This design comes from an exercise in tuning for small area, a short achievable clock period and few clock cycles on the open sky130 flow, not from production work. Function was checked by simulation only, so behaviour that the tests miss may differ from the original. Power figures rest on the tool's default switching activity, not on a simulated workload.

[flow/config.mk]
export PLATFORM = sky130hd
export DESIGN_NAME = tag_store_top
export DESIGN_NICKNAME = tag_store_top
export VERILOG_FILES = /design/flow/design.v
export SDC_FILE = /design/flow/constraint.sdc
export NUM_CORES = 4
export LEC_CHECK = 0
export ABC_CLOCK_PERIOD_IN_PS = 2500
export CAP_MARGIN = 20
export CORE_MARGIN = 2
export CORE_UTILIZATION = 40
export CTS_BUF_LIST = sky130_fd_sc_hd__clkbuf_8 sky130_fd_sc_hd__clkbuf_16
export CTS_CLUSTER_DIAMETER = 60
export CTS_CLUSTER_SIZE = 20
export SETUP_SLACK_MARGIN = 4.5
export SLEW_MARGIN = 20
export TNS_END_PERCENT = 30
[flow/constraint.sdc]
create_clock -name core_clock -period 7.0 [get_ports {clk_i}]
set_input_delay 1.4000 -clock core_clock [delete_from_list [all_inputs] [get_ports {clk_i}]]
set_output_delay 1.4000 -clock core_clock [all_outputs]
set_load 0.01 [all_outputs]
[flow/design.v]
`timescale 1ns/1ps
module tag_store_top (
  input  logic                   clk_i,
  input  logic                   rst_i,
  input  logic [(1 + 4 + $clog2(16) + 8 + 1)-1:0]   req_i,
  input  logic                   valid_i,
  output logic                   ready_o,
  input  logic [4-1:0]    lock_i,
  output logic [(4 + 2 + 8)-1:0]   res_o,
  output logic                   valid_o,
  input  logic                   ready_i
);
  localparam int QD = 4;    
  function automatic logic [3:0] victim_oh(input logic [3:0] elig,
                                           input logic [3:0] valid,
                                           input logic [1:0] ptr);
    logic [3:0] free, rot, r0, r1, r2, r3;
    free = elig & ~valid;
    r0 = elig[0] ? 4'b0001 : elig[1] ? 4'b0010 : elig[2] ? 4'b0100 : elig[3] ? 4'b1000 : 4'b0000;
    r1 = elig[1] ? 4'b0010 : elig[2] ? 4'b0100 : elig[3] ? 4'b1000 : elig[0] ? 4'b0001 : 4'b0000;
    r2 = elig[2] ? 4'b0100 : elig[3] ? 4'b1000 : elig[0] ? 4'b0001 : elig[1] ? 4'b0010 : 4'b0000;
    r3 = elig[3] ? 4'b1000 : elig[0] ? 4'b0001 : elig[1] ? 4'b0010 : elig[2] ? 4'b0100 : 4'b0000;
    case (ptr)
      2'd0:    rot = r0;
      2'd1:    rot = r1;
      2'd2:    rot = r2;
      default: rot = r3;
    endcase
    if (free[0])      victim_oh = 4'b0001;
    else if (free[1]) victim_oh = 4'b0010;
    else if (free[2]) victim_oh = 4'b0100;
    else if (free[3]) victim_oh = 4'b1000;
    else              victim_oh = rot;
  endfunction
  logic       rdy_q;
  logic [2:0] cnt_q;
  logic       accept;
  logic       pop;
  logic [2:0] cnt_next;
  assign accept   = valid_i & rdy_q;
  assign pop      = valid_o & ready_i;
  assign cnt_next = cnt_q + {2'b0, accept} - {2'b0, pop};
  always_ff @(posedge clk_i) begin
    if (rst_i) begin
      cnt_q <= '0;
      rdy_q <= 1'b1;
    end else begin
      cnt_q <= cnt_next;
      rdy_q <= cnt_next < 3'(QD);
    end
  end
  assign ready_o = rdy_q;
  logic        a_v;
  logic [17:0] a_req;
  logic [3:0]  a_lock;
  logic [15:0] a_sel;
  always_ff @(posedge clk_i) begin
    if (rst_i) a_v <= 1'b0;
    else       a_v <= accept;
    a_req  <= req_i;
    a_lock <= lock_i;
    for (int s = 0; s < 16; s++) a_sel[s] <= (req_i[12:9] == 4'(s));
  end
  logic [3:0] a_ind, a_idx, a_elig;
  logic [7:0] a_tag;
  assign a_ind  = a_req[16:13];
  assign a_idx  = a_req[12:9];
  assign a_tag  = a_req[8:1];
  assign a_elig = a_ind & ~a_lock;
  logic [3:0]  m_valid [16];
  logic [3:0]  m_dirty [16];
  logic [1:0]  m_ptr   [16];
  logic [7:0]  m_tag   [16][4];
  logic [3:0]  rd_valid, rd_dirty;
  logic [7:0]  rd_tag [4];
  logic [1:0]  rd_ptr;
  always_comb begin
    rd_valid = '0;
    rd_dirty = '0;
    rd_ptr   = '0;
    for (int w = 0; w < 4; w++) rd_tag[w] = '0;
    for (int s = 0; s < 16; s++) begin
      rd_valid = rd_valid | ({4{a_sel[s]}} & m_valid[s]);
      rd_dirty = rd_dirty | ({4{a_sel[s]}} & m_dirty[s]);
      rd_ptr   = rd_ptr   | ({2{a_sel[s]}} & m_ptr[s]);
      for (int w = 0; w < 4; w++) rd_tag[w] = rd_tag[w] | ({8{a_sel[s]}} & m_tag[s][w]);
    end
  end
  logic        b_v, b_flush, b_dirty, b_same, b_found;
  logic [3:0]  b_ind, b_idx;
  logic [7:0]  b_tag;
  logic [3:0]  b_hit0, b_hitk, b_vic0, b_ahitx;
  logic        b_ahit0;
  logic [3:0]  hit0_n, hitk_n;
  logic [3:0]  b_vick [4];
  logic [3:0]  b_valid0, b_dirtyv;
  logic [1:0]  b_ptr;
  logic [7:0]  b_tags [4];
  logic        same_n, eq_prev;
  logic [3:0]  v0;
  assign same_n  = b_v && (b_idx == a_idx);
  assign eq_prev = (b_tag == a_tag);
  assign v0      = rd_valid & ~((same_n && b_flush) ? b_ind : 4'b0);
  always_comb begin
    for (int w = 0; w < 4; w++) begin
      hit0_n[w] = a_ind[w] & v0[w] & (rd_tag[w] == a_tag);
      hitk_n[w] = a_ind[w] & eq_prev;
    end
  end
  always_ff @(posedge clk_i) begin
    if (rst_i) b_v <= 1'b0;
    else       b_v <= a_v;
    b_flush  <= a_req[17];
    b_ind    <= a_ind;
    b_idx    <= a_idx;
    b_tag    <= a_tag;
    b_dirty  <= a_req[0];
    b_same   <= same_n;
    b_found  <= |a_elig;
    b_hit0   <= hit0_n;
    b_hitk   <= hitk_n;
    b_ahit0  <= |hit0_n;
    for (int k = 0; k < 4; k++) begin
      b_ahitx[k] <= (|(hit0_n & ~(4'b0001 << k))) | hitk_n[k];
      b_tags[k]  <= rd_tag[k];
    end
    b_vic0   <= victim_oh(a_elig, v0, rd_ptr);
    for (int k = 0; k < 4; k++)
      b_vick[k] <= victim_oh(a_elig, rd_valid | (4'b0001 << k), 2'(k + 1));
    b_valid0 <= v0;
    b_dirtyv <= rd_dirty;
    b_ptr    <= rd_ptr;
  end
  logic [3:0]  w_valid, w_dirty, w_mod;
  logic        w_any;
  logic [1:0]  w_ptr;
  logic [7:0]  w_tag;
  logic [3:0]  ms, hit, vic_oh, c_valid, c_dirty;
  logic [1:0]  c_ptr, vic;
  logic [7:0]  c_tag [4];
  logic        any_hit, hit_dirty;
  always_comb begin
    for (int w = 0; w < 4; w++) begin
      ms[w]    = b_same & w_mod[w];
      hit[w]   = ms[w] ? b_hitk[w] : b_hit0[w];
      c_tag[w] = ms[w] ? w_tag : b_tags[w];
    end
    if (b_same && w_any) any_hit = |(w_mod & b_ahitx);
    else                 any_hit = b_ahit0;
    vic_oh  = b_vic0;
    if (|ms) begin
      vic_oh = '0;
      for (int k = 0; k < 4; k++) vic_oh = vic_oh | ({4{w_mod[k]}} & b_vick[k]);
    end
    c_valid = b_same ? w_valid : b_valid0;
    c_dirty = b_same ? w_dirty : b_dirtyv;
    c_ptr   = b_same ? w_ptr   : b_ptr;
    hit_dirty = (hit[0] & c_dirty[0]) |
                (~hit[0] & hit[1] & c_dirty[1]) |
                (~hit[0] & ~hit[1] & hit[2] & c_dirty[2]) |
                (~hit[0] & ~hit[1] & ~hit[2] & c_dirty[3]);
  end
  assign vic = {vic_oh[3] | vic_oh[2], vic_oh[3] | vic_oh[1]};
  logic        lookup, refill, dirty_upd;
  logic [3:0]  refill_oh, n_valid, n_dirty, sel_oh, ev_oh;
  logic [1:0]  n_ptr;
  logic [13:0] c_res;
  logic [7:0]  etag;
  assign lookup    = ~b_flush;
  assign refill    = lookup & ~any_hit & b_found;
  assign refill_oh = {4{refill}} & vic_oh;
  assign dirty_upd = lookup & any_hit & b_dirty & ~hit_dirty;
  always_comb begin
    if (b_flush)     n_valid = c_valid & ~b_ind;
    else             n_valid = c_valid | refill_oh;
    if (dirty_upd)   n_dirty = c_dirty | hit;
    else if (refill) n_dirty = (c_dirty & ~vic_oh) | (vic_oh & {4{b_dirty}});
    else             n_dirty = c_dirty;
    n_ptr = refill ? vic + 2'd1 : c_ptr;
  end
  logic [3:0]  fsoh;
  assign fsoh   = {b_ind[3] & ~|b_ind[2:0], b_ind[2] & ~|b_ind[1:0], b_ind[1] & ~b_ind[0], ~|b_ind[3:1] | b_ind[0]};
  assign sel_oh = b_flush ? fsoh : vic_oh;
  assign ev_oh  = sel_oh & c_valid;
  always_comb begin
    etag = '0;
    for (int w = 0; w < 4; w++) etag = etag | ({8{ev_oh[w]}} & c_tag[w]);
    c_res = '0;
    if (lookup && any_hit) begin
      c_res[13:10] = hit;
      c_res[9]     = 1'b1;
    end else if (b_flush || b_found) begin
      c_res[13:10] = b_flush ? b_ind : vic_oh;
      c_res[8]     = |(ev_oh & c_dirty);
      c_res[7:0]   = etag;
    end
  end
  always_ff @(posedge clk_i) begin
    w_valid <= n_valid;
    w_dirty <= n_dirty;
    w_ptr   <= n_ptr;
    w_mod   <= refill_oh;
    w_any   <= refill;
    w_tag   <= b_tag;
  end
  always_ff @(posedge clk_i) begin
    for (int s = 0; s < 16; s++) begin
      if (rst_i || (b_v && (b_idx == 4'(s)))) begin
        m_valid[s] <= n_valid & {4{~rst_i}};
        m_ptr[s]   <= n_ptr & {2{~rst_i}};
      end
      if (b_v && (b_idx == 4'(s))) begin
        m_dirty[s] <= n_dirty;
        for (int w = 0; w < 4; w++)
          if (refill_oh[w]) m_tag[s][w] <= b_tag;
      end
    end
  end
  logic [13:0] q [QD];
  logic [2:0]  qn_q;
  logic        vo_q;
  logic [2:0]  qn_next;
  assign qn_next = qn_q + {2'b0, b_v} - {2'b0, pop};
  always_ff @(posedge clk_i) begin
    if (rst_i) begin
      qn_q <= '0;
      vo_q <= 1'b0;
    end else begin
      qn_q <= qn_next;
      vo_q <= qn_next != 3'd0;
    end
    for (int i = 0; i < QD; i++) begin
      if (rst_i && (i == 0)) begin
        q[i] <= '0;
      end else if (pop) begin
        if (b_v && (qn_q == 3'(i + 1))) q[i] <= c_res;
        else if (i < QD - 1)            q[i] <= q[(i + 1) % QD];
      end else if (b_v && (qn_q == 3'(i))) begin
        q[i] <= c_res;
      end
    end
  end
  assign valid_o = vo_q;
  assign res_o   = q[0];
endmodule
[flow/run.sh]
#!/bin/bash
# synth_recipe.tcl (not shown) runs the flow's synth.tcl, then flattens the netlist and writes it again
# the make line also repeats each setting of config.mk as NAME=value (left out here)
make -C /OpenROAD-flow-scripts/flow DESIGN_CONFIG=/design/flow/config.mk WORK_HOME=/design/flow/orfs CLKGATE_MAP_FILE= SYNTH_SCRIPT=/design/flow/synth_recipe.tcl finish
==> results.json, run 1 <==
{
  "synthesis_warnings": 10,
  "areaGrowthSynthToFinish_pct": 18.7,
  "grt_pass1_vias": 19334,
  "number_of_h_tree_levels": 2,
  "ant_nets": 0,
  "hold_slack_ns": 0.331,
  "hold-path-cell-count": 0,
  "netlist_top_cells_area": "edfxtp_1 63%, dfxtp_1 13%, a22o_1 4.2%",
  "reg2reg_depth": 9,
  "synth_top_cell_by_area": "edfxtp_1",
  "ys_dominant_reg_cell": "edfxtp_1",
  "io_pins": 42,
  "synth_top_cell_area_share": 0.626,
  "fmaxAchievable_mhz": 385,
  "clk_latency_ns": 0.67,
  "arrival_ns": 2.88,
  "synth.lib_cells_used.distinct": 64,
  "global_route.overflow_total": 0,
  "drt_pre_antenna_iters": 6,
  "grt_setup_unrepaired": "true",
  "dp_hpwl_mm": 56.7,
  "drt-vias-per-instance": 6.05,
  "die-width_um": 291,
  "crit_path_cell_trace": "clkbuf_4 -> a41oi_4 -> nor2_2 -> nand2_2 -> clkinvlp_4 -> buf_4 -> nand2b_4 -> buf_12 -> nor2_2",
  "number_of_enable_type_register_cells_in_the_synthesized_netlist": 686,
  "post_synth_most_frequent_cells": "686 x edfxtp_1, 208 x dfxtp_1, 159 x a22o_1, 157 x a221oi_1, 129 x nor2_1",
  "run_status": "complete, no violations",
  "cp-end-kind": "register",
  "final_critical_path_time_including_i_o_delays_and_setup_ns": 2.60,
  "final-setup-viol-count": 0,
  "p_sw_frac": 0.252,
  "row_count": 105,
  "worstSetupPathType": "register to register",
  "critical-path-slowest-cell": "dfxtp_4",
  "portBuffers": 41,
  "power_switching_mw": 2.75,
  "setup.worst_path.start": "b_same",
  "initial_core_util": 0.403,
  "tritoncts_num_sinks": 894,
  "r2r_start": "b_same",
  "antenna_found_initial": 1,
  "worst_path_most_repeated_cell": "nor2_2",
  "hold_fails_final_rpt": 0,
  "globalRouteTotalUtil": 0.213,
  "library_cell_used_as_clock_root_buffer": "clkbuf_16",
  "drt_drc_violations_left": 0,
  "power.density_cell_area_nw_per_um2": 279,
  "design_power_total_mw": 10.9,
  "synth_seq_cells": 894,
  "detailedRoute.firstIterationViolations": 2269,
  "maxSlewHeadroom": 0.376,
  "seq_area_frac_synth": 0.752,
  "clk_path_buf_depth": 3,
  "wire_per_inst_um": 28.7,
  "fp.coreArea_um2": 81700,
  "route.vias.total": 20359,
  "holdCritStartpoint": "a_req[17]",
  "layout.nets": 2285,
  "final_layout_size_suffix_gt1_frac": 0.226,
  "die_ar_um2": 84600,
  "post_synthesis_cell_area_um2": 32900,
  "combPwrFrac": 0.116,
  "timing.critical_path.slowest_cell_delay_ns": 0.42,
  "worst_hold_path_type": "register to register",
  "synthMostInstantiatedCell": "edfxtp_1",
  "ys_async_sr_fraction": 0,
  "finalInstanceArea_um2": 39100,
  "fin_crit_sh": 0.371,
  "path_clk_slew_ns": 0.08,
  "grt_start_max_net_pins": 67,
  "timing.final.max_slew_violations": 0,
  "mappedNetlistNets": 2173,
  "slew_of_the_pin_with_the_lowest_slew_margin_ns": 0.911,
  "grt_pass1_wl_mm": 134,
  "fp.dieH_um": 291,
  "setup_total_negative_slack_ns": 0,
  "leakagePower_nw": 13.3,
  "dp.cells": 3154,
  "fin_skew_ns": 0.0400,
  "crit_required_ns": 7.28,
  "postSynthAreaPerCell_um2": 15.4,
  "seq_power_share": 0.570,
  "dpl_cell_area_um2": 34500,
  "drv_cap": 0,
  "rrSetupSlack_ns": 4.40,
  "worst_r2r_endpoint": "m_tag[53][1]",
  "critical_path.startpoint_type": "register",
  "cts_buffers": 58,
  "ir_drop_uv": 203,
  "path_max_fanout": 15,
  "routed_wirelength_mm": 96.7,
  "worst_hold_path.endpoint": "b_flush",
  "instances_no_fill": 3366,
  "p_clk_frac": 0.314,
  "cell_internal_pwr_mw": 8.16,
  "netlist_instances": 2141,
  "gp_congestion": 0.843,
  "tritoncts": "done"
}
power by group through the flow:
stage,clock (mW),combinational [mW],sequential [mW]
after floorplan,0,0.665,6.29
after global placement,0,0.994,6.32
after detailed placement,0,1.02,6.33
after CTS,3.46,1.12,6.21
after global routing,3.65,1.36,6.25
final,3.42,1.26,6.22
worst max-delay path by stage:
stage	cells after the start	end
finish	9	m_tag[53][1]
global placement	10	rdy_q
global route	9	m_tag[53][5]
floorplan	12	vo_q
detailed placement	11	vo_q
CTS	8	b_ahitx[2]
sequential cells by signal, summed over array words and instances (netlist names), 8 cells and up:
signal   flops
m_tag      512
m_dirty     64
m_valid     64
q           56
b_tags      32
m_ptr       32
a_req       18
a_sel       16
b_vick      16
b_tag        8
w_tag        8
metal layers:
layer  global-route usage  vias to the layer above  share of wire  wire length, um
met3               0.0323                      168          0.085             8240
met5                    0                        -              0                0
met2                0.356                     1132           0.48            46800
li1                     -                     8729              -                -
met1                0.286                    10330           0.40            38200
met4               0.0648                        0          0.036             3440
area by class of cell:
type	instances	area, um2
fillers	6802	42700
flip-flops and latches	894	24900
multi-input cells	1073	8890
repair buffers	176	1960
clock buffers	60	1490
well taps	1070	1340
clock inverters	41	303
inverters	48	200
repair inverters	2	17.5
diodes	2	5.00
worst max-delay path, delay by kind of cell (launching register included):
kind | cells | cell delay, ns
compound gates | 1 | 0.15
flops | 1 | 0.42
simple gates | 4 | 0.81
buf+inv | 4 | 0.80
what timing repair did:
item,4_1_cts,5_1_grt
endpoints found under the setup margin,859,616
endpoints found under the hold margin,0,0
buffers inserted,32,63
hold buffers,0,0
pin swaps,31,34
cloned,3,11
resized for setup,238,233
through the flow:
stage                     utilization  worst slack, ns
after floorplan                     -             3.96
after global placement          0.422             2.79
after detailed placement        0.422             2.72
after CTS                       0.459             4.27
after global routing            0.478             4.35
final                           0.478             4.40
layout by cell type (no fill, tap or decap), types with 28 or more instances in the layout:
master and n:
a22oi_1 51, dfxtp_2 32, edfxtp_1 686, nand4_1 49
mux2i_1 53, a221oi_1 100, buf_4 89, a22o_1 156
dfxtp_1 161, clkbuf_16 66, a221oi_2 50, nor2_2 28
nor2_4 42, nand2_1 74, nor2_1 59, inv_1 63
o21ai_0 28, a21oi_1 89
kinds of logic (layout without fill, tap and decap cells):
family	after synthesis	in the layout	share of synthesized area
DFF	894	894	0.752
AOI/OAI and AO/OA	563	563	0.135
and+or+nand+nor	392	396	0.0575
buffers and inverters	178	327	0.0208
muxes	59	59	0.0184
xor gates and xnor gates	49	49	0.0130
adders and majority gates	6	6	0.00274
other	0	2	0
Testbench counts, summed over its fixed seeds: cycles 12,024.
==> inputs of run 2 (changes only) <==
--- a/flow/design.v
+++ b/flow/design.v
@@ -89,9 +89,9 @@
   logic        b_v, b_flush, b_dirty, b_same, b_found;
   logic [3:0]  b_ind, b_idx;
   logic [7:0]  b_tag;
-  logic [3:0]  b_hit0, b_hitk, b_vic0, b_ahitx;
-  logic        b_ahit0;
-  logic [3:0]  hit0_n, hitk_n;
+  logic [3:0]  b_hit0, b_vic0;
+  logic        b_eqprev;
+  logic [3:0]  hit0_n;
   logic [3:0]  b_vick [4];
   logic [3:0]  b_valid0, b_dirtyv;
   logic [1:0]  b_ptr;
@@ -104,7 +104,6 @@
   always_comb begin
     for (int w = 0; w < 4; w++) begin
       hit0_n[w] = a_ind[w] & v0[w] & (rd_tag[w] == a_tag);
-      hitk_n[w] = a_ind[w] & eq_prev;
     end
   end
   always_ff @(posedge clk_i) begin
@@ -118,12 +117,8 @@
     b_same   <= same_n;
     b_found  <= |a_elig;
     b_hit0   <= hit0_n;
-    b_hitk   <= hitk_n;
-    b_ahit0  <= |hit0_n;
-    for (int k = 0; k < 4; k++) begin
-      b_ahitx[k] <= (|(hit0_n & ~(4'b0001 << k))) | hitk_n[k];
-      b_tags[k]  <= rd_tag[k];
-    end
+    b_eqprev <= eq_prev;
+    for (int k = 0; k < 4; k++) b_tags[k] <= rd_tag[k];
     b_vic0   <= victim_oh(a_elig, v0, rd_ptr);
     for (int k = 0; k < 4; k++)
       b_vick[k] <= victim_oh(a_elig, rd_valid | (4'b0001 << k), 2'(k + 1));
@@ -132,7 +127,6 @@
     b_ptr    <= rd_ptr;
   end
   logic [3:0]  w_valid, w_dirty, w_mod;
-  logic        w_any;
   logic [1:0]  w_ptr;
   logic [7:0]  w_tag;
   logic [3:0]  ms, hit, vic_oh, c_valid, c_dirty;
@@ -142,11 +136,10 @@
   always_comb begin
     for (int w = 0; w < 4; w++) begin
       ms[w]    = b_same & w_mod[w];
-      hit[w]   = ms[w] ? b_hitk[w] : b_hit0[w];
+      hit[w]   = ms[w] ? (b_ind[w] & b_eqprev) : b_hit0[w];
       c_tag[w] = ms[w] ? w_tag : b_tags[w];
     end
-    if (b_same && w_any) any_hit = |(w_mod & b_ahitx);
-    else                 any_hit = b_ahit0;
+    any_hit = |hit;
     vic_oh  = b_vic0;
     if (|ms) begin
       vic_oh = '0;
@@ -200,7 +193,6 @@
     w_dirty <= n_dirty;
     w_ptr   <= n_ptr;
     w_mod   <= refill_oh;
-    w_any   <= refill;
     w_tag   <= b_tag;
   end
   always_ff @(posedge clk_i) begin
--- a/flow/config.mk
+++ b/flow/config.mk
@@ -9,9 +9,8 @@
 export CAP_MARGIN = 20
 export CORE_MARGIN = 2
 export CORE_UTILIZATION = 40
-export CTS_BUF_LIST = sky130_fd_sc_hd__clkbuf_8 sky130_fd_sc_hd__clkbuf_16
-export CTS_CLUSTER_DIAMETER = 60
-export CTS_CLUSTER_SIZE = 20
+export CTS_BUF_LIST = sky130_fd_sc_hd__clkbuf_16
+export CTS_CLUSTER_DIAMETER = 80
+export CTS_CLUSTER_SIZE = 30
 export SETUP_SLACK_MARGIN = 4.5
 export SLEW_MARGIN = 20
-export TNS_END_PERCENT = 30
==> run 2 against run 1 <==
Against the previous run:
- clock skew rose by 0.013 ns
- utilization shrank 0.81 points
- sequential power barely moved
- first-iteration DRC count up 17%
- count of clock-buffer cells in the layout fell by 17
- non-clock buffer count decreased by 22
- sequential share of layout area up 1.5 points
- global-route usage rose by 1.0 points
- via count is 1.5% lower
==> results.json, run 2 <==
{
  "layout.cells.most_common_list": "686 x edfxtp_1, 178 x a22oi_1, 152 x dfxtp_1",
  "crit_path_cell_trace": "nor2b_1 -> nand2_1 -> nand2b_1",
  "drv_cap": 0,
  "grt_pass1_wl_mm": 136,
  "dp_hpwl_mm": 56.9,
  "synth_seq_cells": 885,
  "wire_per_inst_um": 28.7,
  "number_of_enable_type_register_cells_in_the_synthesized_netlist": 686,
  "fp.dieH_um": 289,
  "timing.critical_path.slowest_cell_delay_ns": 0.65,
  "netlist_top_cells_area": "edfxtp_1 63%, dfxtp_1 12%, a22oi_1 4.4%",
  "die_ar_um2": 83800,
  "mappedNetlistNets": 2161,
  "run_status": "complete, no violations",
  "post_synth_most_frequent_cells": "686 x edfxtp_1, 199 x dfxtp_1, 190 x a22oi_1, 123 x nor2_1, 112 x nand2_1",
  "number_of_h_tree_levels": 2,
  "globalRouteTotalUtil": 0.223,
  "grt_start_max_net_pins": 67,
  "maxSlewHeadroom": 0.387,
  "post_synthesis_cell_area_um2": 32600,
  "critical_path.startpoint_type": "register",
  "cts_buffers": 40,
  "io_pins": 42,
  "drt_drc_violations_left": 0,
  "critical-path-top-delay-family": "simple AND/OR/NAND/NOR gates",
  "crit_required_ns": 7.25,
  "ys_dominant_reg_cell": "edfxtp_1",
  "synth_top_cell_by_area": "edfxtp_1",
  "final_layout_size_suffix_gt1_frac": 0.191,
  "ys_async_sr_fraction": 0,
  "fmaxAchievable_mhz": 400,
  "critical-path-slowest-cell": "nand2b_1",
  "ant_nets": 0,
  "layout.nets": 2244,
  "detailedRoute.firstIterationViolations": 2652,
  "seq_area_frac_synth": 0.754,
  "tritoncts_num_sinks": 885,
  "seq_area_um2": 24700,
  "reg.largest.list": "m_tag (512), m_dirty (64), m_valid (64)",
  "dpl_cell_area_um2": 34200,
  "arrival_ns": 2.75,
  "tritoncts": "done",
  "registers.top_by_ff_count": "m_tag",
  "global_route.overflow_total": 0,
  "routed_wirelength_mm": 94.6,
  "layout_commonest_cell": "edfxtp_1",
  "path_max_fanout": 8,
  "path_clk_slew_ns": 0.11,
  "cp-end-kind": "register",
  "fin_crit_sh": 0.357,
  "hold_fails_final_rpt": 0,
  "fp.coreArea_um2": 80500,
  "slew_of_the_pin_with_the_lowest_slew_margin_ns": 0.920,
  "finalInstanceArea_um2": 37900,
  "row_count": 104,
  "worstSetupPathType": "register to register",
  "antenna_diode_count": 0,
  "largest_register_ffs": 512,
  "postSynthAreaPerCell_um2": 15.3,
  "areaGrowthSynthToFinish_pct": 16.1,
  "synthesis_warnings": 10,
  "n_fill_cell": 6736,
  "synth_top_cell_area_share": 0.632,
  "leakagePower_nw": 12.6,
  "clk_latency_ns": 0.63,
  "drt_pre_antenna_iters": 6,
  "die-width_um": 289,
  "power.density_cell_area_nw_per_um2": 272,
  "drt-vias-per-instance": 6.08,
  "grt_setup_unrepaired": "true",
  "final_critical_path_time_including_i_o_delays_and_setup_ns": 2.50,
  "finalCoreUtilization": 0.470,
  "worst_hold_path_type": "register to register",
  "route.vias.total": 20063,
  "grt_pass1_vias": 19493,
  "netlist_instances": 2129,
  "gp_congestion": 0.863,
  "clk_path_buf_depth": 3,
  "synthMostInstantiatedCell": "edfxtp_1",
  "fin_skew_ns": 0.0533,
  "setup_total_negative_slack_ns": 0,
  "initial_core_util": 0.405,
  "synth.lib_cells_used.distinct": 72,
  "worstPathBufferInverterCount": 0,
  "multi_input_comb_area_um2": 8430,
  "final-setup-viol-count": 0,
  "antenna_found_initial": 0,
  "ir_drop_uv": 162,
  "cts-hold-fix-buffers": 0,
  "timing.final.max_slew_violations": 0,
  "library_cell_used_as_clock_root_buffer": "clkbuf_16",
  "portBuffers": 41
}
## run 2: what timing repair did
item	4_1_cts	5_1_grt
endpoints found under the hold margin	0	0
buffers inserted	75	14
gates cloned	3	1
pin swaps	57	21
setup endpoints to repair	815	791
resized for setup	308	73
## run 2: final timing paths
check             slack (ns)      from  cells past startpoint        endpoint
hold / removal          0.36  a_req[0]                      0         b_dirty
hold reg to reg         0.36  a_req[0]                      0         b_dirty
setup reg to reg        4.50  b_idx[1]                      3  m_valid[10][1]
setup / recovery        4.50  b_idx[1]                      3  m_valid[10][1]
## run 2: metrics by stage
step / std cells / setup slack (ns) / hold WS [ns] / power, mW
final: 3299 / 4.50 / 0.359 / 10.3
after global routing: 3299 / 4.46 / 0.369 / 10.6
after detailed placement: 3137 / 3.15 / 0.321 / 7.27
after global placement: 3137 / 3.18 / 0.319 / 7.24
after CTS: 3284 / 4.35 / 0.358 / 10.3
after floorplan: 2129 / 3.93 / 0.310 / 6.88
## run 2: cells by family (layout without fill, tap and decap cells)
logic type | count (synthesis) | after routing | synth area share
adder cells (fa/ha/maj) | 6 | 6 | 0.00276
AND/OR/NAND/NOR | 452 | 454 | 0.0683
multiplexers | 56 | 56 | 0.0173
flip-flops | 885 | 885 | 0.754
XOR/XNOR | 49 | 49 | 0.0132
AO/OA/AOI/OAI | 526 | 526 | 0.125
buffers and inverters | 155 | 263 | 0.0198
## run 2: final cells by class
class	instances	share of cell area
tap	1060	0.0350
timing repair buffer	154	0.0498
inverter	39	0.00436
clock inverter	26	0.00774
clock buffer	43	0.0284
timing repair inverter	1	0.000231
sequential	885	0.652
multi-input combinational	1091	0.223
## run 2: layer usage
metal,track usage,share of wire,vias up
li1,-,-,8545
met1,0.306,0.40,10288
met4,0.0693,0.032,0
met2,0.358,0.47,1074
met3,0.0450,0.093,156
met5,0,0,-
## run 2: report_power, final
group | switching, mW | internal [mW] | leakage [nW]
sequential | 0.208 | 6.00 | 7.99
clock | 1.73 | 1.24 | 0.697
combinational | 0.675 | 0.463 | 3.88
total | 2.61 | 7.70 | 12.6
Testbench counts of run 2, summed over its fixed seeds: cycles 12,024.
==> inputs of run 3 (changes only) <==
--- a/flow/config.mk
+++ b/flow/config.mk
@@ -14,3 +14,4 @@
 export CTS_CLUSTER_SIZE = 30
 export SETUP_SLACK_MARGIN = 4.5
 export SLEW_MARGIN = 20
+export TNS_END_PERCENT = 30
==> run 3 against run 2 <==
Against the previous run:
- synthesized cell count did not move
- flip-flop and latch count did not move
- count of clock-buffer cells in the layout down 3
- non-clock buffer count decreased by 1
- sequential share of layout area about the same
- combinational power is 4% higher
- critical path depth is 2 lower
- worst setup slack worse by 0.13 ns
- sequential power is essentially flat
- via count is 1.0% higher
- critical path type is now register to output port
==> results.json, run 3 <==
{
  "run_status": "complete, no violations",
  "path_max_fanout": 2,
  "synth.lib_cells_used.distinct": 72,
  "mappedNetlistNets": 2161,
  "multi_input_comb_area_um2": 8600,
  "r2r_start": "b_idx[2]",
  "postSynthAreaPerCell_um2": 15.3,
  "drt_pre_antenna_iters": 5,
  "initial_core_util": 0.405,
  "worst_hold_path_type": "register to register",
  "drv_cap": 0,
  "drt_drc_violations_left": 0,
  "grt_setup_unrepaired": "true",
  "routed_wirelength_mm": 99.6,
  "wire_per_inst_um": 30.2,
  "timing.final.max_slew_violations": 0,
  "antenna_diode_count": 0,
  "synth_seq_cells": 885,
  "cp-end-kind": "output port",
  "synthMostInstantiatedCell": "edfxtp_1",
  "ir_drop_uv": 160,
  "worst_r2r_endpoint": "m_valid[12][1]",
  "critical_path.startpoint_type": "register",
  "crit_path_cell_trace": "clkdlybuf4s15_1",
  "power.density_cell_area_nw_per_um2": 271,
  "post_synth_most_frequent_cells": "686 x edfxtp_1, 199 x dfxtp_1, 190 x a22oi_1, 123 x nor2_1, 112 x nand2_1",
  "final-setup-viol-count": 0,
  "globalRouteTotalUtil": 0.221,
  "gp_congestion": 0.884,
  "row_count": 104,
  "ys_dominant_reg_cell": "edfxtp_1",
  "layout_commonest_cell": "edfxtp_1",
  "slew_of_the_pin_with_the_lowest_slew_margin_ns": 1.00,
  "reg.largest.list": "m_tag (512), m_dirty (64), m_valid (64)",
  "crit_required_ns": 5.60,
  "clk_latency_ns": 0.62,
  "post_synthesis_cell_area_um2": 32600,
  "fp.coreArea_um2": 80500,
  "critical-path-slowest-cell": "dfxtp_1",
  "fp.dieH_um": 289,
  "critical-path-top-delay-family": "flip-flops",
  "library_cell_used_as_clock_root_buffer": "clkbuf_16",
  "registers.top_by_ff_count": "m_tag",
  "hold_slack_ns": 0.351,
  "setup_total_negative_slack_ns": 0,
  "tritoncts_num_sinks": 885,
  "number_of_enable_type_register_cells_in_the_synthesized_netlist": 686,
  "rrSetupSlack_ns": 4.37,
  "grt_pass1_vias": 19188,
  "route.vias.total": 20266,
  "n_fill_cell": 6718,
  "antenna_found_initial": 3,
  "die_ar_um2": 83800,
  "io_pins": 42,
  "timing.critical_path.slowest_cell_delay_ns": 0.37,
  "reg2reg_depth": 3,
  "grt_pass1_wl_mm": 135,
  "areaGrowthSynthToFinish_pct": 16.2,
  "fin_skew_ns": 0.0343,
  "setup.worst_path.start": "q[0][12]",
  "layout.cells.most_common_list": "686 x edfxtp_1, 176 x a22oi_1, 163 x dfxtp_1",
  "synth_top_cell_area_share": 0.632,
  "hold_fails_final_rpt": 0,
  "die-width_um": 289,
  "path_clk_slew_ns": 0.09,
  "tritoncts": "done",
  "dp_hpwl_mm": 56.9,
  "largest_register_ffs": 512,
  "arrival_ns": 1.24,
  "synthesis_warnings": 10,
  "cp_num_cells": 1,
  "drt-vias-per-instance": 6.13,
  "fin_crit_sh": 0.377,
  "ant_nets": 0,
  "cts_buffers": 39,
  "synth_top_cell_by_area": "edfxtp_1",
  "seq_area_um2": 24700,
  "final_layout_size_suffix_gt1_frac": 0.188,
  "leakagePower_nw": 12.6,
  "netlist_top_cells_area": "edfxtp_1 63%, dfxtp_1 12%, a22oi_1 4.4%",
  "global_route.overflow_total": 0,
  "clk_path_buf_depth": 3,
  "worstPathBufferInverterCount": 1,
  "detailedRoute.firstIterationViolations": 2742,
  "holdCritStartpoint": "a_req[0]",
  "number_of_h_tree_levels": 2,
  "crit_end": "res_o[12]",
  "final_critical_path_time_including_i_o_delays_and_setup_ns": 2.64,
  "fmaxAchievable_mhz": 379,
  "seq_area_frac_synth": 0.754,
  "layout.nets": 2245,
  "maxSlewHeadroom": 0.329,
  "ys_async_sr_fraction": 0,
  "portBuffers": 41,
  "netlist_instances": 2129,
  "worstSetupPathType": "register to output port",
  "grt_start_max_net_pins": 67
}
## run 3: how the worst min path moves through the flow
| stage | end | slack (ns) | cells after the start |
|---|---|---|---|
| 6_report | b_dirty | 0.35 | 0 |
| 5_1_grt | b_dirty | 0.35 | 0 |
| 4_1_cts | b_dirty | 0.35 | 0 |
| 3_5_place_dp | b_dirty | 0.31 | 0 |
| 3_3_place_gp | b_dirty | 0.32 | 0 |
| 2_1_floorplan | b_dirty | 0.31 | 0 |
## run 3: logic make-up after synthesis
family | count (synthesis) | synth area share
flops | 885 | 0.754
compound gates | 526 | 0.125
simple gates | 452 | 0.0683
buf+inv | 155 | 0.0198
mux | 56 | 0.0173
xor+xnor | 49 | 0.0132
fa+ha+maj | 6 | 0.00276
## run 3: what timing repair did
action,CTS,global route
setup buffers,15,63
hold buffers,0,0
resized for setup,215,187
pin swaps,10,37
cloned,5,12
endpoints found under the setup margin,823,835
## run 3: final cells by class
cell class	count	area share
Inverter	39	0.00436
Sequential cell	885	0.651
Timing Repair Buffer	153	0.0475
Clock buffer	40	0.0264
Timing Repair inverter	1	0.000231
Tap cell	1060	0.0350
Multi-Input combinational cell	1094	0.227
Clock inverter	32	0.00790
## run 3: per-layer routing
metal	vias up	share of wire	track usage	wire length [um]
met2	1282	0.48	0.365	47900
li1	8555	-	-	-
met5	-	0	0	0
met3	195	0.10	0.0422	10400
met1	10234	0.37	0.296	37300
met4	0	0.040	0.0719	3960
## run 3: power by group
group          internal (mW)  total, mW  leakage [nW]  switching [mW]
combinational          0.478       1.19          3.90           0.713
sequential              5.99       6.20          7.99           0.214
clock                   1.20       2.88         0.687            1.69
## run 3: through the flow
step	utilization	area (um2)	power, mW	worst slack [ns]	cells
6_report	0.470	37900	10.3	4.36	3304
5_1_grt	0.470	37900	10.6	4.31	3304
4_1_cts	0.451	36300	10.1	4.32	3229
3_5_place_dp	0.424	34100	7.28	2.36	3137
3_3_place_gp	0.424	34100	7.25	2.59	3136
2_1_floorplan	-	32700	6.88	3.93	2129
==> inputs of run 4 (changes only) <==
--- a/flow/config.mk
+++ b/flow/config.mk
@@ -12,6 +12,5 @@
 export CTS_BUF_LIST = sky130_fd_sc_hd__clkbuf_16
 export CTS_CLUSTER_DIAMETER = 80
 export CTS_CLUSTER_SIZE = 30
-export SETUP_SLACK_MARGIN = 4.5
+export SETUP_SLACK_MARGIN = 4.65
 export SLEW_MARGIN = 20
-export TNS_END_PERCENT = 30
==> run 4 against run 3 <==
Against the previous run:
- still clean
- register-to-register slack gained 0.03 ns
- cell count grew 3.4%
- sequential power is essentially flat
- total power grew 4.3%
- clock skew grew 0.0013 ns
- synthesized area is the same
- cell area grew 7.4%
- hold slack lost 0.0090 ns
- critical path depth grew 8
- non-clock buffer count grew 108
- critical path type is now register to register
==> results.json, run 4 <==
{
  "path_max_fanout": 9,
  "routed_wirelength_mm": 100,
  "areaGrowthSynthToFinish_pct": 24.7,
  "path_clk_slew_ns": 0.11,
  "layout.nets": 2359,
  "synth_seq_cells": 885,
  "drv_cap": 0,
  "detailedRoute.firstIterationViolations": 2661,
  "drt_drc_violations_left": 0,
  "antenna_diode_count": 0,
  "drt_pre_antenna_iters": 5,
  "run_status": "complete, no violations",
  "worstSetupPathType": "register to register",
  "dpl_cell_area_um2": 34500,
  "ys_dominant_reg_cell": "edfxtp_1",
  "cp_num_cells": 9,
  "globalRouteTotalUtil": 0.233,
  "die_ar_um2": 83800,
  "leakagePower_nw": 13.6,
  "combPwrFrac": 0.132,
  "netlist_top_cells_area": "edfxtp_1 63%, dfxtp_1 12%, a22oi_1 4.4%",
  "met2_capacity_usage_during_global_routing": 0.382,
  "cts_buffers": 42,
  "synthMostInstantiatedCell": "edfxtp_1",
  "route.vias.total": 20818,
  "critical-path-top-delay-family": "compound AO/OA/AOI/OAI gates",
  "cell_internal_pwr_mw": 7.94,
  "layout_commonest_cell": "edfxtp_1",
  "synth.lib_cells_used.distinct": 72,
  "die-width_um": 289,
  "worst_path_most_repeated_cell": "buf_12",
  "crit_required_ns": 7.39,
  "finalInstanceArea_um2": 40700,
  "grt_pass1_wl_mm": 142,
  "mappedNetlistNets": 2161,
  "postSynthAreaPerCell_um2": 15.3,
  "gr-max-usage-layer": "met2",
  "worst_hold_path_type": "register to register",
  "grt_start_max_net_pins": 67,
  "initial_core_util": 0.405,
  "timing.critical_path.slowest_cell_delay_ns": 0.55,
  "final-setup-viol-count": 0,
  "crit_path_cell_trace": "o41ai_4 -> a21oi_1 -> a21o_1 -> nand2_8 -> buf_12 -> clkinv_8 -> nand2_4 -> o221ai_4 -> buf_12",
  "routing_usage_on_met3": 0.0347,
  "fmaxAchievable_mhz": 385,
  "setup_total_negative_slack_ns": 0,
  "final_layout_size_suffix_gt1_frac": 0.267,
  "antenna_found_initial": 0,
  "tritoncts": "done",
  "ys_async_sr_fraction": 0,
  "finalWorstSetupSlack_ns": 4.40,
  "netlist_instances": 2129,
  "crit_end": "m_dirty[5][2]",
  "design_power_total_mw": 10.7,
  "clk_path_buf_depth": 3,
  "grt_pass1_vias": 20234,
  "dp_hpwl_mm": 56.6,
  "row_count": 104,
  "cts-hold-fix-buffers": 0,
  "synth_top_cell_by_area": "edfxtp_1",
  "cp-end-kind": "register",
  "reg2reg_depth": 9,
  "ant_nets": 0,
  "power.density_cell_area_nw_per_um2": 264,
  "p_sw_frac": 0.259,
  "r2r_start": "w_mod[3]",
  "instances_no_fill": 3417,
  "drt-vias-per-instance": 6.09,
  "maxSlewHeadroom": 0.370,
  "seq_area_frac_synth": 0.754,
  "registers.top_by_ff_count": "m_tag",
  "hold_slack_ns": 0.342,
  "gp_congestion": 0.856,
  "global_route.overflow_total": 0,
  "fp.dieH_um": 289,
  "grt_setup_unrepaired": "true",
  "post_synth_most_frequent_cells": "686 x edfxtp_1, 199 x dfxtp_1, 190 x a22oi_1, 123 x nor2_1, 112 x nand2_1",
  "power_switching_mw": 2.78,
  "number_of_h_tree_levels": 2,
  "finalCoreUtilization": 0.505,
  "clk_latency_ns": 0.63,
  "fin_skew_ns": 0.0356,
  "reg.largest.list": "m_tag (512), m_dirty (64), m_valid (64)",
  "ir_drop_uv": 185,
  "place_worst_setup_slack_ns": 3.15,
  "worst_r2r_endpoint": "m_dirty[5][2]",
  "slew_of_the_pin_with_the_lowest_slew_margin_ns": 0.942,
  "dp.cells": 3140,
  "critical-path-slowest-cell": "o41ai_4",
  "rrSetupSlack_ns": 4.40,
  "p_clk_frac": 0.288,
  "wire_per_inst_um": 29.3,
  "seq_power_share": 0.579,
  "library_cell_used_as_clock_root_buffer": "clkbuf_16",
  "fp.coreArea_um2": 80500,
  "fin_crit_sh": 0.371,
  "layout.cells.most_common_list": "686 x edfxtp_1, 181 x a22oi_1, 152 x dfxtp_1",
  "synthesis_warnings": 10,
  "largest_register_ffs": 512,
  "worstPathBufferInverterCount": 3,
  "io_pins": 42,
  "post_synthesis_cell_area_um2": 32600,
  "final_critical_path_time_including_i_o_delays_and_setup_ns": 2.60,
  "critical_path.startpoint_type": "register",
  "setup.worst_path.start": "w_mod[3]",
  "number_of_enable_type_register_cells_in_the_synthesized_netlist": 686,
  "tritoncts_num_sinks": 885,
  "use_met1": 0.317,
  "timing.final.max_slew_violations": 0,
  "hold_fails_final_rpt": 0,
  "synth_top_cell_area_share": 0.632,
  "arrival_ns": 2.99,
  "portBuffers": 41
}
==> run 4: power by group through the flow <==
stage / Combinational [mW] / Sequential, mW / Clock (mW)
global route: 1.51 / 6.25 / 3.29
floorplan: 0.661 / 6.23 / 0
global placement: 0.932 / 6.32 / 0
CTS: 1.23 / 6.20 / 3.12
finish: 1.42 / 6.21 / 3.09
detailed placement: 0.958 / 6.33 / 0
==> run 4: area by class of cell <==
cell class | instances | area, um2
Fill cell | 6377 | 39900
Sequential cell | 885 | 24700
Multi-Input combinational cell | 1097 | 9150
Timing Repair Buffer | 261 | 3820
Tap cell | 1060 | 1330
Clock buffer | 45 | 1130
Clock inverter | 29 | 338
Inverter | 39 | 200
Timing Repair inverter | 1 | 8.76
==> run 4: kinds of logic after synthesis <==
logic type | share of synthesized area
muxes | 0.0173
DFF | 0.754
AOI/OAI and AO/OA | 0.125
and+or+nand+nor | 0.0683
xor gates and xnor gates | 0.0132
adders and majority gates | 0.00276
buffers and inverters | 0.0198
==> run 4: per-layer routing <==
| layer | vias up | wire length [um] |
|---|---|---|
| li1 | 8798 | - |
| met1 | 10712 | 39900 |
| met2 | 1101 | 47800 |
| met3 | 207 | 8920 |
| met4 | 0 | 3680 |
| met5 | - | 0 |
==> run 4: worst min path at each step <==
stage | depth (start not counted) | slack, ns | startpoint | to
after global routing | 0 | 0.36 | a_req[17] | b_flush
after detailed placement | 0 | 0.32 | a_req[17] | b_flush
after global placement | 0 | 0.31 | a_req[17] | b_flush
final | 0 | 0.34 | a_req[0] | b_dirty
after floorplan | 0 | 0.31 | a_req[0] | b_dirty
after CTS | 0 | 0.35 | a_req[17] | b_flush
==> run 4: what timing repair did <==
item / in CTS / in global routing
gates resized for setup: 405 / 119
buffers inserted: 131 / 45
pin swaps: 89 / 60
gates cloned: 19 / 8
endpoints found under the setup margin: 847 / 766
==> inputs of run 5 (changes only) <==
--- a/flow/config.mk
+++ b/flow/config.mk
@@ -12,5 +12,5 @@
 export CTS_BUF_LIST = sky130_fd_sc_hd__clkbuf_16
 export CTS_CLUSTER_DIAMETER = 80
 export CTS_CLUSTER_SIZE = 30
-export SETUP_SLACK_MARGIN = 4.65
+export SETUP_SLACK_MARGIN = 4.4
 export SLEW_MARGIN = 20
==> run 5 against run 4 <==
Against the previous run:
- sequential power barely moved
- via count fell by 3.5%
- synthesized area unchanged
- sequential share of layout area up 5.1 points
- critical endpoint is now m_tag[48][1]
- routed wire length up 1.1%
- synthesized cell count stayed put
- combinational power decreased by 19%
==> results.json, run 5 <==
{
  "library_cell_used_as_clock_root_buffer": "clkbuf_16",
  "grt_pass1_wl_mm": 135,
  "hold_fails_final_rpt": 0,
  "areaGrowthSynthToFinish_pct": 15.0,
  "grt_setup_unrepaired": "true",
  "layout_commonest_cell": "edfxtp_1",
  "worst_hold_path_type": "register to register",
  "initial_core_util": 0.405,
  "drt_pre_antenna_iters": 6,
  "final_layout_size_suffix_gt1_frac": 0.182,
  "postSynthAreaPerCell_um2": 15.3,
  "ir_drop_uv": 151,
  "reg.largest.list": "m_tag (512), m_dirty (64), m_valid (64)",
  "synth.lib_cells_used.distinct": 72,
  "globalRouteTotalUtil": 0.223,
  "wire_per_inst_um": 30.8,
  "netlist_top_cells_area": "edfxtp_1 63%, dfxtp_1 12%, a22oi_1 4.4%",
  "drv_cap": 0,
  "dp_hpwl_mm": 56.9,
  "critical_path.startpoint_type": "register",
  "seq_area_um2": 24700,
  "timing.critical_path.slowest_cell_delay_ns": 0.71,
  "setup_total_negative_slack_ns": 0,
  "ys_async_sr_fraction": 0,
  "power.density_cell_area_nw_per_um2": 273,
  "die_ar_um2": 83800,
  "post_synth_most_frequent_cells": "686 x edfxtp_1, 199 x dfxtp_1, 190 x a22oi_1, 123 x nor2_1, 112 x nand2_1",
  "tritoncts": "done",
  "fin_crit_sh": 0.385,
  "maxSlewHeadroom": 0.290,
  "fmaxAchievable_mhz": 371,
  "layout.cells.most_common_list": "686 x edfxtp_1, 177 x a22oi_1, 153 x dfxtp_1",
  "number_of_enable_type_register_cells_in_the_synthesized_netlist": 686,
  "gp_congestion": 0.884,
  "fp.dieH_um": 289,
  "path_max_fanout": 8,
  "path_clk_slew_ns": 0.11,
  "clk_latency_ns": 0.63,
  "mappedNetlistNets": 2161,
  "cts-hold-fix-buffers": 0,
  "global_route.overflow_total": 0,
  "place_worst_setup_slack_ns": 2.36,
  "drt_drc_violations_left": 0,
  "antenna_found_initial": 1,
  "antenna_diode_count": 0,
  "multi_input_comb_area_um2": 8350,
  "crit_required_ns": 7.26,
  "cp-end-kind": "register",
  "final_critical_path_time_including_i_o_delays_and_setup_ns": 2.70,
  "io_pins": 42,
  "synth_top_cell_area_share": 0.632,
  "cts_buffers": 39,
  "drt-vias-per-instance": 6.10,
  "n_fill_cell": 6757,
  "netlist_instances": 2129,
  "finalWorstSetupSlack_ns": 4.30,
  "worstSetupPathType": "register to register",
  "portBuffers": 41,
  "fin_skew_ns": 0.0378,
  "synthMostInstantiatedCell": "edfxtp_1",
  "fp.coreArea_um2": 80500,
  "leakagePower_nw": 12.5,
  "row_count": 104,
  "route.vias.total": 20094,
  "timing.final.max_slew_violations": 0,
  "number_of_h_tree_levels": 2,
  "registers.top_by_ff_count": "m_tag",
  "die-width_um": 289,
  "crit_path_cell_trace": "nor2b_1 -> nand2_1 -> nor2_2",
  "clk_path_buf_depth": 3,
  "synthesis_warnings": 10,
  "arrival_ns": 2.96,
  "detailedRoute.firstIterationViolations": 2514,
  "critical-path-slowest-cell": "nand2_1",
  "ys_dominant_reg_cell": "edfxtp_1",
  "synth_top_cell_by_area": "edfxtp_1",
  "grt_pass1_vias": 19227,
  "final-setup-viol-count": 0,
  "synth_seq_cells": 885,
  "seq_area_frac_synth": 0.754,
  "largest_register_ffs": 512,
  "post_synthesis_cell_area_um2": 32600,
  "layout.nets": 2233,
  "ant_nets": 0,
  "slew_of_the_pin_with_the_lowest_slew_margin_ns": 1.06,
  "finalCoreUtilization": 0.466,
  "routed_wirelength_mm": 101,
  "design_power_total_mw": 10.2,
  "grt_start_max_net_pins": 67,
  "run_status": "complete, no violations",
  "tritoncts_num_sinks": 885,
  "hold_slack_ns": 0.351
}
[run 5: layer usage]
| metal | global-route usage | vias to the layer above | wire length [um] |
|---|---|---|---|
| met5 | 0 | - | 0 |
| met4 | 0.0813 | 0 | 4740 |
| met3 | 0.0423 | 210 | 10600 |
| met2 | 0.366 | 1233 | 48200 |
| met1 | 0.296 | 10118 | 37900 |
| li1 | - | 8533 | - |
[run 5: kinds of logic (layout without fill, tap and decap cells)]
kind of cell               Yosys count  count (layout)  share of synthesized area
and+or+nand+nor                    452             455                     0.0683
DFF                                885             885                      0.754
buffers and inverters              155             253                     0.0198
xor gates and xnor gates            49              49                     0.0132
adders and majority gates            6               6                    0.00276
muxes                               56              56                     0.0173
AOI/OAI and AO/OA                  526             528                      0.125
[run 5: final timing paths]
check	from	end	slack, ns	cells after the start
max	b_idx[2]	m_tag[48][1]	4.30	3
min	a_req[0]	b_dirty	0.35	0
max reg2reg	b_idx[2]	m_tag[48][1]	4.30	3
min reg2reg	a_req[0]	b_dirty	0.35	0
[run 5: power by group]
part / switching [mW] / internal, mW
Clock: 1.70 / 1.20
Sequential: 0.208 / 5.99
Combinational: 0.703 / 0.443
Total: 2.61 / 7.63
[run 5: cell type report]
type	count	area share
inverter	39	0.00440
sequential	885	0.658
multi-input combinational	1094	0.223
timing repair inverter	1	0.000234
timing repair buffer	141	0.0444
clock buffer	40	0.0267
tap	1060	0.0354
clock inverter	32	0.00797
[run 5: repair_timing]
action / in CTS / in global routing
buffers inserted: 22 / 41
pin swaps: 13 / 18
setup endpoints to repair: 797 / 562
gates resized for setup: 276 / 107
cloned: 6 / 14
[run 5: stage by stage]
| step | std cells | area (um2) |
|---|---|---|
| finish | 3292 | 37500 |
| global route | 3292 | 37500 |
| CTS | 3237 | 36500 |
| detailed placement | 3137 | 34100 |
| global placement | 3136 | 34100 |
| floorplan | 2129 | 32700 |
[run 5: worst max-delay path, delay by kind of cell (launching register included)]
| kind | cells | cell delay [ns] |
|---|---|---|
| AND/OR/NAND/NOR | 3 | 1.73 |
| flip-flops | 1 | 0.60 |
==> inputs of run 6 (changes only) <==
--- a/flow/config.mk
+++ b/flow/config.mk
@@ -12,5 +12,6 @@
 export CTS_BUF_LIST = sky130_fd_sc_hd__clkbuf_16
 export CTS_CLUSTER_DIAMETER = 80
 export CTS_CLUSTER_SIZE = 30
-export SETUP_SLACK_MARGIN = 4.4
+export GPL_TIMING_DRIVEN = 0
+export SETUP_SLACK_MARGIN = 4.5
 export SLEW_MARGIN = 20
==> run 6 against run 5 <==
Against the previous run:
- worst setup slack gained 0.071 ns
- clock skew grew 0.0024 ns
- sequential share of layout area shrank 3.1 points
- critical endpoint is now rdy_q
- maximum frequency grew 2.7%
- largest power group unchanged
- first-iteration DRC count grew 9.3%
==> results.json, run 6 <==
{
  "run_status": "complete, no violations",
  "post_synth_most_frequent_cells": "686 x edfxtp_1, 199 x dfxtp_1, 190 x a22oi_1, 123 x nor2_1, 112 x nand2_1",
  "areaGrowthSynthToFinish_pct": 20.6,
  "worstSetupPathType": "input pin to register",
  "worst_r2r_endpoint": "b_hit0[2]",
  "ant_nets": 0,
  "tritoncts": "done",
  "number_of_h_tree_levels": 2,
  "hold_fails_final_rpt": 0,
  "finalCoreUtilization": 0.488,
  "path_max_fanout": 3,
  "grt_pass1_vias": 19831,
  "library_cell_used_as_clock_root_buffer": "clkbuf_16",
  "fp.coreArea_um2": 80500,
  "dpl_cell_area_um2": 34700,
  "cp-end-kind": "register",
  "initial_core_util": 0.405,
  "reg.largest.list": "m_tag (512), m_dirty (64), m_valid (64)",
  "grt_start_max_net_pins": 67,
  "cell_internal_pwr_mw": 7.77,
  "row_count": 104,
  "die-width_um": 289,
  "synthesis_warnings": 10,
  "arrival_ns": 3.13,
  "synth_top_cell_area_share": 0.632,
  "setup_total_negative_slack_ns": 0,
  "synth.lib_cells_used.distinct": 72,
  "ir_drop_uv": 164,
  "antenna_diode_count": 0,
  "postSynthAreaPerCell_um2": 15.3,
  "seq_area_frac_synth": 0.754,
  "final_critical_path_time_including_i_o_delays_and_setup_ns": 2.62,
  "antenna_found_initial": 2,
  "timing.critical_path.slowest_cell_delay_ns": 0.34,
  "number_of_enable_type_register_cells_in_the_synthesized_netlist": 686,
  "seq_power_share": 0.593,
  "cts-hold-fix-buffers": 0,
  "layout_commonest_cell": "edfxtp_1",
  "r2r_start": "a_sel[2]",
  "io_pins": 42,
  "grt_pass1_wl_mm": 144,
  "clk_path_buf_depth": 3,
  "slew_of_the_pin_with_the_lowest_slew_margin_ns": 1.01,
  "ys_dominant_reg_cell": "edfxtp_1",
  "instances_no_fill": 3448,
  "crit_path_cell_trace": "buf_8 -> nand2_8 -> inv_8 -> clkbuf_16 -> clkbuf_16 -> buf_12 -> ha_4 -> inv_2 -> ha_4 -> inv_2 -> fa_2 -> xnor2_2 -> or2_4",
  "crit_required_ns": 7.50,
  "gp_congestion": 0.888,
  "finalWorstSetupSlack_ns": 4.38,
  "clk_latency_ns": 0.62,
  "power_switching_mw": 2.62,
  "final_layout_size_suffix_gt1_frac": 0.235,
  "reg2reg_depth": 10,
  "drt_drc_violations_left": 0,
  "cts_buffers": 39,
  "synth_seq_cells": 885,
  "leakagePower_nw": 13.3,
  "power.density_cell_area_nw_per_um2": 264,
  "combPwrFrac": 0.127,
  "route.vias.total": 20813,
  "netlist_top_cells_area": "edfxtp_1 63%, dfxtp_1 12%, a22oi_1 4.4%",
  "place_worst_setup_slack_ns": 2.67,
  "crit_end": "rdy_q",
  "p_clk_frac": 0.279,
  "dp_hpwl_mm": 65.2,
  "hold_slack_ns": 0.335,
  "registers.top_by_ff_count": "m_tag",
  "tritoncts_num_sinks": 885,
  "detailedRoute.firstIterationViolations": 2747,
  "die_ar_um2": 83800,
  "mappedNetlistNets": 2161,
  "fmaxAchievable_mhz": 381,
  "final-setup-viol-count": 0,
  "drv_cap": 0,
  "synthMostInstantiatedCell": "edfxtp_1",
  "n_fill_cell": 6638,
  "post_synthesis_cell_area_um2": 32600,
  "critical_path.startpoint_type": "input pin",
  "fp.dieH_um": 289,
  "finalInstanceArea_um2": 39300,
  "global_route.overflow_total": 0,
  "dp.cells": 3236,
  "fin_skew_ns": 0.0402,
  "netlist_instances": 2129,
  "layout.nets": 2394,
  "timing.final.max_slew_violations": 0,
  "drt_pre_antenna_iters": 6,
  "ys_async_sr_fraction": 0,
  "grt_setup_unrepaired": "true",
  "layout.cells.most_common_list": "686 x edfxtp_1, 187 x a22oi_1, 155 x dfxtp_1",
  "globalRouteTotalUtil": 0.239,
  "largest_register_ffs": 512,
  "drt-vias-per-instance": 6.04,
  "maxSlewHeadroom": 0.328,
  "synth_top_cell_by_area": "edfxtp_1",
  "fin_crit_sh": 0.375,
  "worst_hold_path_type": "register to register",
  "setup.worst_path.start": "ready_i",
  "rrSetupSlack_ns": 4.40,
  "portBuffers": 40,
  "p_sw_frac": 0.252,
  "path_clk_slew_ns": 0.09,
  "design_power_total_mw": 10.4,
  "routed_wirelength_mm": 102,
  "wire_per_inst_um": 29.7,
  "critical-path-slowest-cell": "fa_2"
}
run 6: cell counts after synthesis:
Identical to the previous run, type by type.
run 6: how the worst min path moves through the flow:
stage,from,endpoint,slack [ns],cells past startpoint
final,a_req[17],b_flush,0.34,0
after global routing,a_req[17],b_flush,0.34,0
after floorplan,a_req[0],b_dirty,0.31,0
after detailed placement,a_req[17],b_flush,0.32,0
after global placement,a_req[17],b_flush,0.32,0
after CTS,a_req[17],b_flush,0.34,0
run 6: cell families after synthesis:
logic type,count (synthesis),share of synthesized area
buffers and inverters,155,0.0198
multiplexers,56,0.0173
adder cells (fa/ha/maj),6,0.00276
XOR/XNOR,49,0.0132
AND/OR/NAND/NOR,452,0.0683
flip-flops,885,0.754
AO/OA/AOI/OAI,526,0.125
run 6: cell type report:
type / instances / area (um2) / area share
Clock inverter: 25 / 248 / 0.00630
Multi-Input combinational cell: 1094 / 8620 / 0.219
Clock buffer: 42 / 1050 / 0.0267
Sequential cell: 885 / 24700 / 0.627
Tap cell: 1060 / 1330 / 0.0337
Inverter: 39 / 166 / 0.00423
Timing Repair Buffer: 187 / 2230 / 0.0568
Buffer: 116 / 1020 / 0.0258
run 6: metal layers:
metal | track usage | share of wire
met1 | 0.319 | 0.39
met2 | 0.392 | 0.47
met3 | 0.0468 | 0.10
met4 | 0.0805 | 0.039
met5 | 0 | 0.00013
run 6: critical path, delay by kind of cell:
family	cells	cell delay (ns)
xor+xnor	1	0.14
fa+ha+maj	3	0.65
buf+inv	7	0.62
simple gates	2	0.31
run 6: repair_timing:
action | 4_1_cts | 5_1_grt
resized for setup | 485 | 100
pin swaps | 78 | 37
setup buffers | 103 | 34
endpoints found under the setup margin | 860 | 661
gates cloned | 3 | 5
run 6: power groups by stage:
| stage | clock network [mW] | registers, mW | logic (mW) |
|---|---|---|---|
| 6_report | 2.90 | 6.16 | 1.32 |
| 5_1_grt | 3.07 | 6.19 | 1.42 |
| 4_1_cts | 2.90 | 6.16 | 1.20 |
| 3_5_place_dp | 0 | 6.27 | 1.04 |
| 3_3_place_gp | 0 | 6.28 | 0.982 |
| 2_1_floorplan | 0 | 6.23 | 0.647 |
==> inputs of run 7 (changes only) <==
--- a/flow/config.mk
+++ b/flow/config.mk
@@ -11,7 +11,7 @@
 export CORE_UTILIZATION = 40
 export CTS_BUF_LIST = sky130_fd_sc_hd__clkbuf_16
 export CTS_CLUSTER_DIAMETER = 80
-export CTS_CLUSTER_SIZE = 30
-export GPL_TIMING_DRIVEN = 0
+export CTS_CLUSTER_SIZE = 25
+export PLACE_DENSITY = 0.7
 export SETUP_SLACK_MARGIN = 4.5
 export SLEW_MARGIN = 20
==> run 7 against run 6 <==
Against the previous run:
- still clean
- cell count fell by 4.5%
- combinational power fell by 9.8%
- hold slack got worse by 0.00069 ns
- clock power fell by 4%
- cell area fell by 3.3%
- count of clock-buffer cells in the layout did not move
- routed wire length fell by 6.0%
- synthesized cell count did not move
- clock skew barely moved
- critical endpoint is now m_tag[36][2]
- largest cell class unchanged
==> results.json, run 7 <==
{
  "finalCoreUtilization": 0.472,
  "wire_per_inst_um": 29.2,
  "gr-max-usage-layer": "met2",
  "post_synth_most_frequent_cells": "686 x edfxtp_1, 199 x dfxtp_1, 190 x a22oi_1, 123 x nor2_1, 112 x nand2_1",
  "mappedNetlistNets": 2161,
  "path_max_fanout": 7,
  "clk_path_buf_depth": 3,
  "routed_wirelength_mm": 96.2,
  "crit_required_ns": 7.35,
  "final_layout_size_suffix_gt1_frac": 0.193,
  "antenna_found_initial": 0,
  "final_critical_path_time_including_i_o_delays_and_setup_ns": 2.53,
  "ys_async_sr_fraction": 0,
  "globalRouteTotalUtil": 0.215,
  "ir_drop_uv": 162,
  "synthesis_warnings": 10,
  "layout.cells.most_common_list": "686 x edfxtp_1, 169 x a22oi_1, 152 x dfxtp_1",
  "drv_cap": 0,
  "critical_path.startpoint_type": "register",
  "run_status": "complete, no violations",
  "worst_hold_path.endpoint": "b_flush",
  "drt-vias-per-instance": 6.22,
  "netlist_top_cells_area": "edfxtp_1 63%, dfxtp_1 12%, a22oi_1 4.4%",
  "ys_dominant_reg_cell": "edfxtp_1",
  "grt_start_max_net_pins": 67,
  "slew_of_the_pin_with_the_lowest_slew_margin_ns": 0.952,
  "reg2reg_depth": 9,
  "hold-path-cell-count": 0,
  "route.vias.total": 20469,
  "portBuffers": 41,
  "use_met1": 0.286,
  "fp.coreArea_um2": 80500,
  "synth_seq_cells": 885,
  "die_ar_um2": 83800,
  "setup_total_negative_slack_ns": 0,
  "ant_nets": 0,
  "largest_register_ffs": 512,
  "routing_usage_on_met3": 0.0387,
  "global_route.overflow_total": 0,
  "tritoncts": "done",
  "synthMostInstantiatedCell": "edfxtp_1",
  "n_fill_cell": 6576,
  "registers.top_by_ff_count": "m_tag",
  "seq_area_frac_synth": 0.754,
  "reg.largest.list": "m_tag (512), m_dirty (64), m_valid (64)",
  "tritoncts_num_sinks": 885,
  "netlist_instances": 2129,
  "synth.lib_cells_used.distinct": 72,
  "postSynthAreaPerCell_um2": 15.3,
  "grt_pass1_wl_mm": 133,
  "grt_setup_unrepaired": "true",
  "path_clk_slew_ns": 0.10,
  "worst_hold_path_type": "register to register",
  "r2r_start": "b_same",
  "arrival_ns": 2.87,
  "grt_pass1_vias": 19617,
  "row_count": 104,
  "maxSlewHeadroom": 0.364,
  "io_pins": 42,
  "synth_top_cell_area_share": 0.632,
  "hold_slack_ns": 0.335,
  "rrSetupSlack_ns": 4.47,
  "post_synthesis_cell_area_um2": 32600,
  "detailedRoute.firstIterationViolations": 2628,
  "layout.nets": 2242,
  "power.density_cell_area_nw_per_um2": 268,
  "initial_core_util": 0.405,
  "fin_skew_ns": 0.0405,
  "cts_buffers": 42,
  "drt_pre_antenna_iters": 6,
  "worst_r2r_endpoint": "m_tag[36][2]",
  "library_cell_used_as_clock_root_buffer": "clkbuf_16",
  "number_of_enable_type_register_cells_in_the_synthesized_netlist": 686,
  "worstSetupPathType": "register to register",
  "cp-end-kind": "register",
  "fmaxAchievable_mhz": 396,
  "met2_capacity_usage_during_global_routing": 0.351,
  "fp.dieH_um": 289,
  "leakagePower_nw": 12.6,
  "drt_drc_violations_left": 0,
  "gp_congestion": 0.878,
  "dp_hpwl_mm": 54.5,
  "die-width_um": 289,
  "final-setup-viol-count": 0,
  "clk_latency_ns": 0.64,
  "synth_top_cell_by_area": "edfxtp_1",
  "hold_fails_final_rpt": 0,
  "fin_crit_sh": 0.361,
  "layout_commonest_cell": "edfxtp_1",
  "design_power_total_mw": 10.2,
  "holdCritStartpoint": "a_req[17]",
  "number_of_h_tree_levels": 2,
  "areaGrowthSynthToFinish_pct": 16.6,
  "timing.final.max_slew_violations": 0,
  "antenna_diode_count": 0
}
==> run 7: changes by cell type in the layout (fill, tap and decap cells not counted), moves of 17 or more <==
cell / delta
a22oi_2: +18
buf_4: -62
clkbuf_1: -24
a22oi_1: -18
buf_12: -17
buf_6: -29
==> run 7: cells by family (layout without fill, tap and decap cells) <==
logic type / Yosys count / after routing / synth area share
AOI/OAI and AO/OA: 526 / 528 / 0.125
muxes: 56 / 56 / 0.0173
and+or+nand+nor: 452 / 454 / 0.0683
buffers and inverters: 155 / 255 / 0.0198
xor gates and xnor gates: 49 / 49 / 0.0132
DFF: 885 / 885 / 0.754
adders and majority gates: 6 / 6 / 0.00276
==> run 7: cell type report <==
| type | instances | area [um2] | share of cell area |
|---|---|---|---|
| Timing Repair inverter | 1 | 8.76 | 0.000230 |
| Timing Repair Buffer | 148 | 2000 | 0.0527 |
| Sequential cell | 885 | 24700 | 0.650 |
| Multi-Input combinational cell | 1093 | 8580 | 0.226 |
| Tap cell | 1060 | 1330 | 0.0349 |
| Clock inverter | 25 | 176 | 0.00464 |
| Inverter | 39 | 170 | 0.00448 |
| Clock buffer | 42 | 1050 | 0.0277 |
==> run 7: metrics by stage <==
| step | instances | cell area [um2] | setup WS, ns |
|---|---|---|---|
| 2_1_floorplan | 2129 | 32700 | 3.93 |
| 3_3_place_gp | 3137 | 34200 | 3.20 |
| 3_5_place_dp | 3137 | 34200 | 3.15 |
| 4_1_cts | 3246 | 36800 | 4.40 |
| 5_1_grt | 3293 | 38000 | 4.43 |
| 6_report | 3293 | 38000 | 4.47 |
==> run 7: worst max-delay path by stage <==
stage	from	end	slack, ns	depth (start not counted)
floorplan	ready_i	vo_q	3.93	12
global placement	ready_i	rdy_q	3.20	10
detailed placement	ready_i	vo_q	3.15	11
CTS	b_v	m_valid[7][1]	4.40	4
global route	b_same	m_tag[36][2]	4.43	9
finish	b_same	m_tag[36][2]	4.47	9
==> run 7: repair_timing <==
action,in CTS,in global routing
setup endpoints to repair,797,805
resized for setup,314,124
setup buffers,37,31
pin swaps,30,52
cloned,5,16
hold buffers,0,0
==> run 7: critical path, cell delays in order (launching register included) <==
cell and delay (ns):
dfxtp_4 0.39, buf_12 0.14, and4_4 0.19, a2111oi_4 0.34
and3_4 0.35, o21ai_4 0.17, buf_12 0.20, buf_8 0.13
nor2_4 0.17, buf_12 0.17
==> run 7: power breakdown <==
| part | switching, mW | leakage [nW] | internal, mW |
|---|---|---|---|
| clock network | 1.62 | 0.664 | 1.16 |
| registers | 0.215 | 8.00 | 5.99 |
| logic | 0.707 | 3.94 | 0.481 |
==> run 7: metal layers <==
| metal | share of wire | wire, um |
|---|---|---|
| met1 | 0.36 | 35000 |
| met2 | 0.47 | 45500 |
| met3 | 0.11 | 11000 |
| met4 | 0.050 | 4770 |
| met5 | 0 | 0 |

## afterwards: timing with drivers on the ports
In the flow no input, the clock included, has a driving cell. The finished layouts below were timed again as built, in two steps.
Step 1 assumes that a clkbuf_16 drives the clock port and a buf_2 every other input.
Step 2 times the ports against the registers' clock, not the clock port: input delays grow and output delays shrink by t, the midpoint of the rising clock arrivals with the driver on.
a / b / c = ideal / step 1 / step 2; a / b = the first two.
run	t, ns	slack for setup (ns)	hold WS [ns]	latest minus earliest clock arrival (ns)	slew at the worst register clock pin (ns)
run 1	0.714	4.401 / 4.401 / 3.730	0.331 / 0.331 / 0.331	0.040 / 0.040	0.09 / 0.09
run 2	0.673	4.498 / 4.439 / 3.866	0.359 / 0.359 / 0.359	0.055 / 0.055	0.12 / 0.12
run 3	0.666	4.363 / 4.304 / 3.772	0.351 / 0.351 / 0.351	0.044 / 0.045	0.12 / 0.12
run 4	0.688	4.404 / 4.404 / 3.948	0.342 / 0.342 / 0.342	0.049 / 0.049	0.12 / 0.12
run 5	0.677	4.305 / 4.305 / 3.853	0.351 / 0.351 / 0.351	0.047 / 0.048	0.12 / 0.12
run 6	0.667	4.376 / 4.398 / 3.731	0.335 / 0.335 / 0.335	0.043 / 0.042	0.12 / 0.12
run 7	0.677	4.474 / 4.454 / 3.882	0.335 / 0.335 / 0.335	0.049 / 0.049	0.11 / 0.11
After both steps every run listed still meets setup and hold. The setup slack of run 1, which loses most, moves by 0.000 ns with the drivers and by -0.671 ns with both steps.
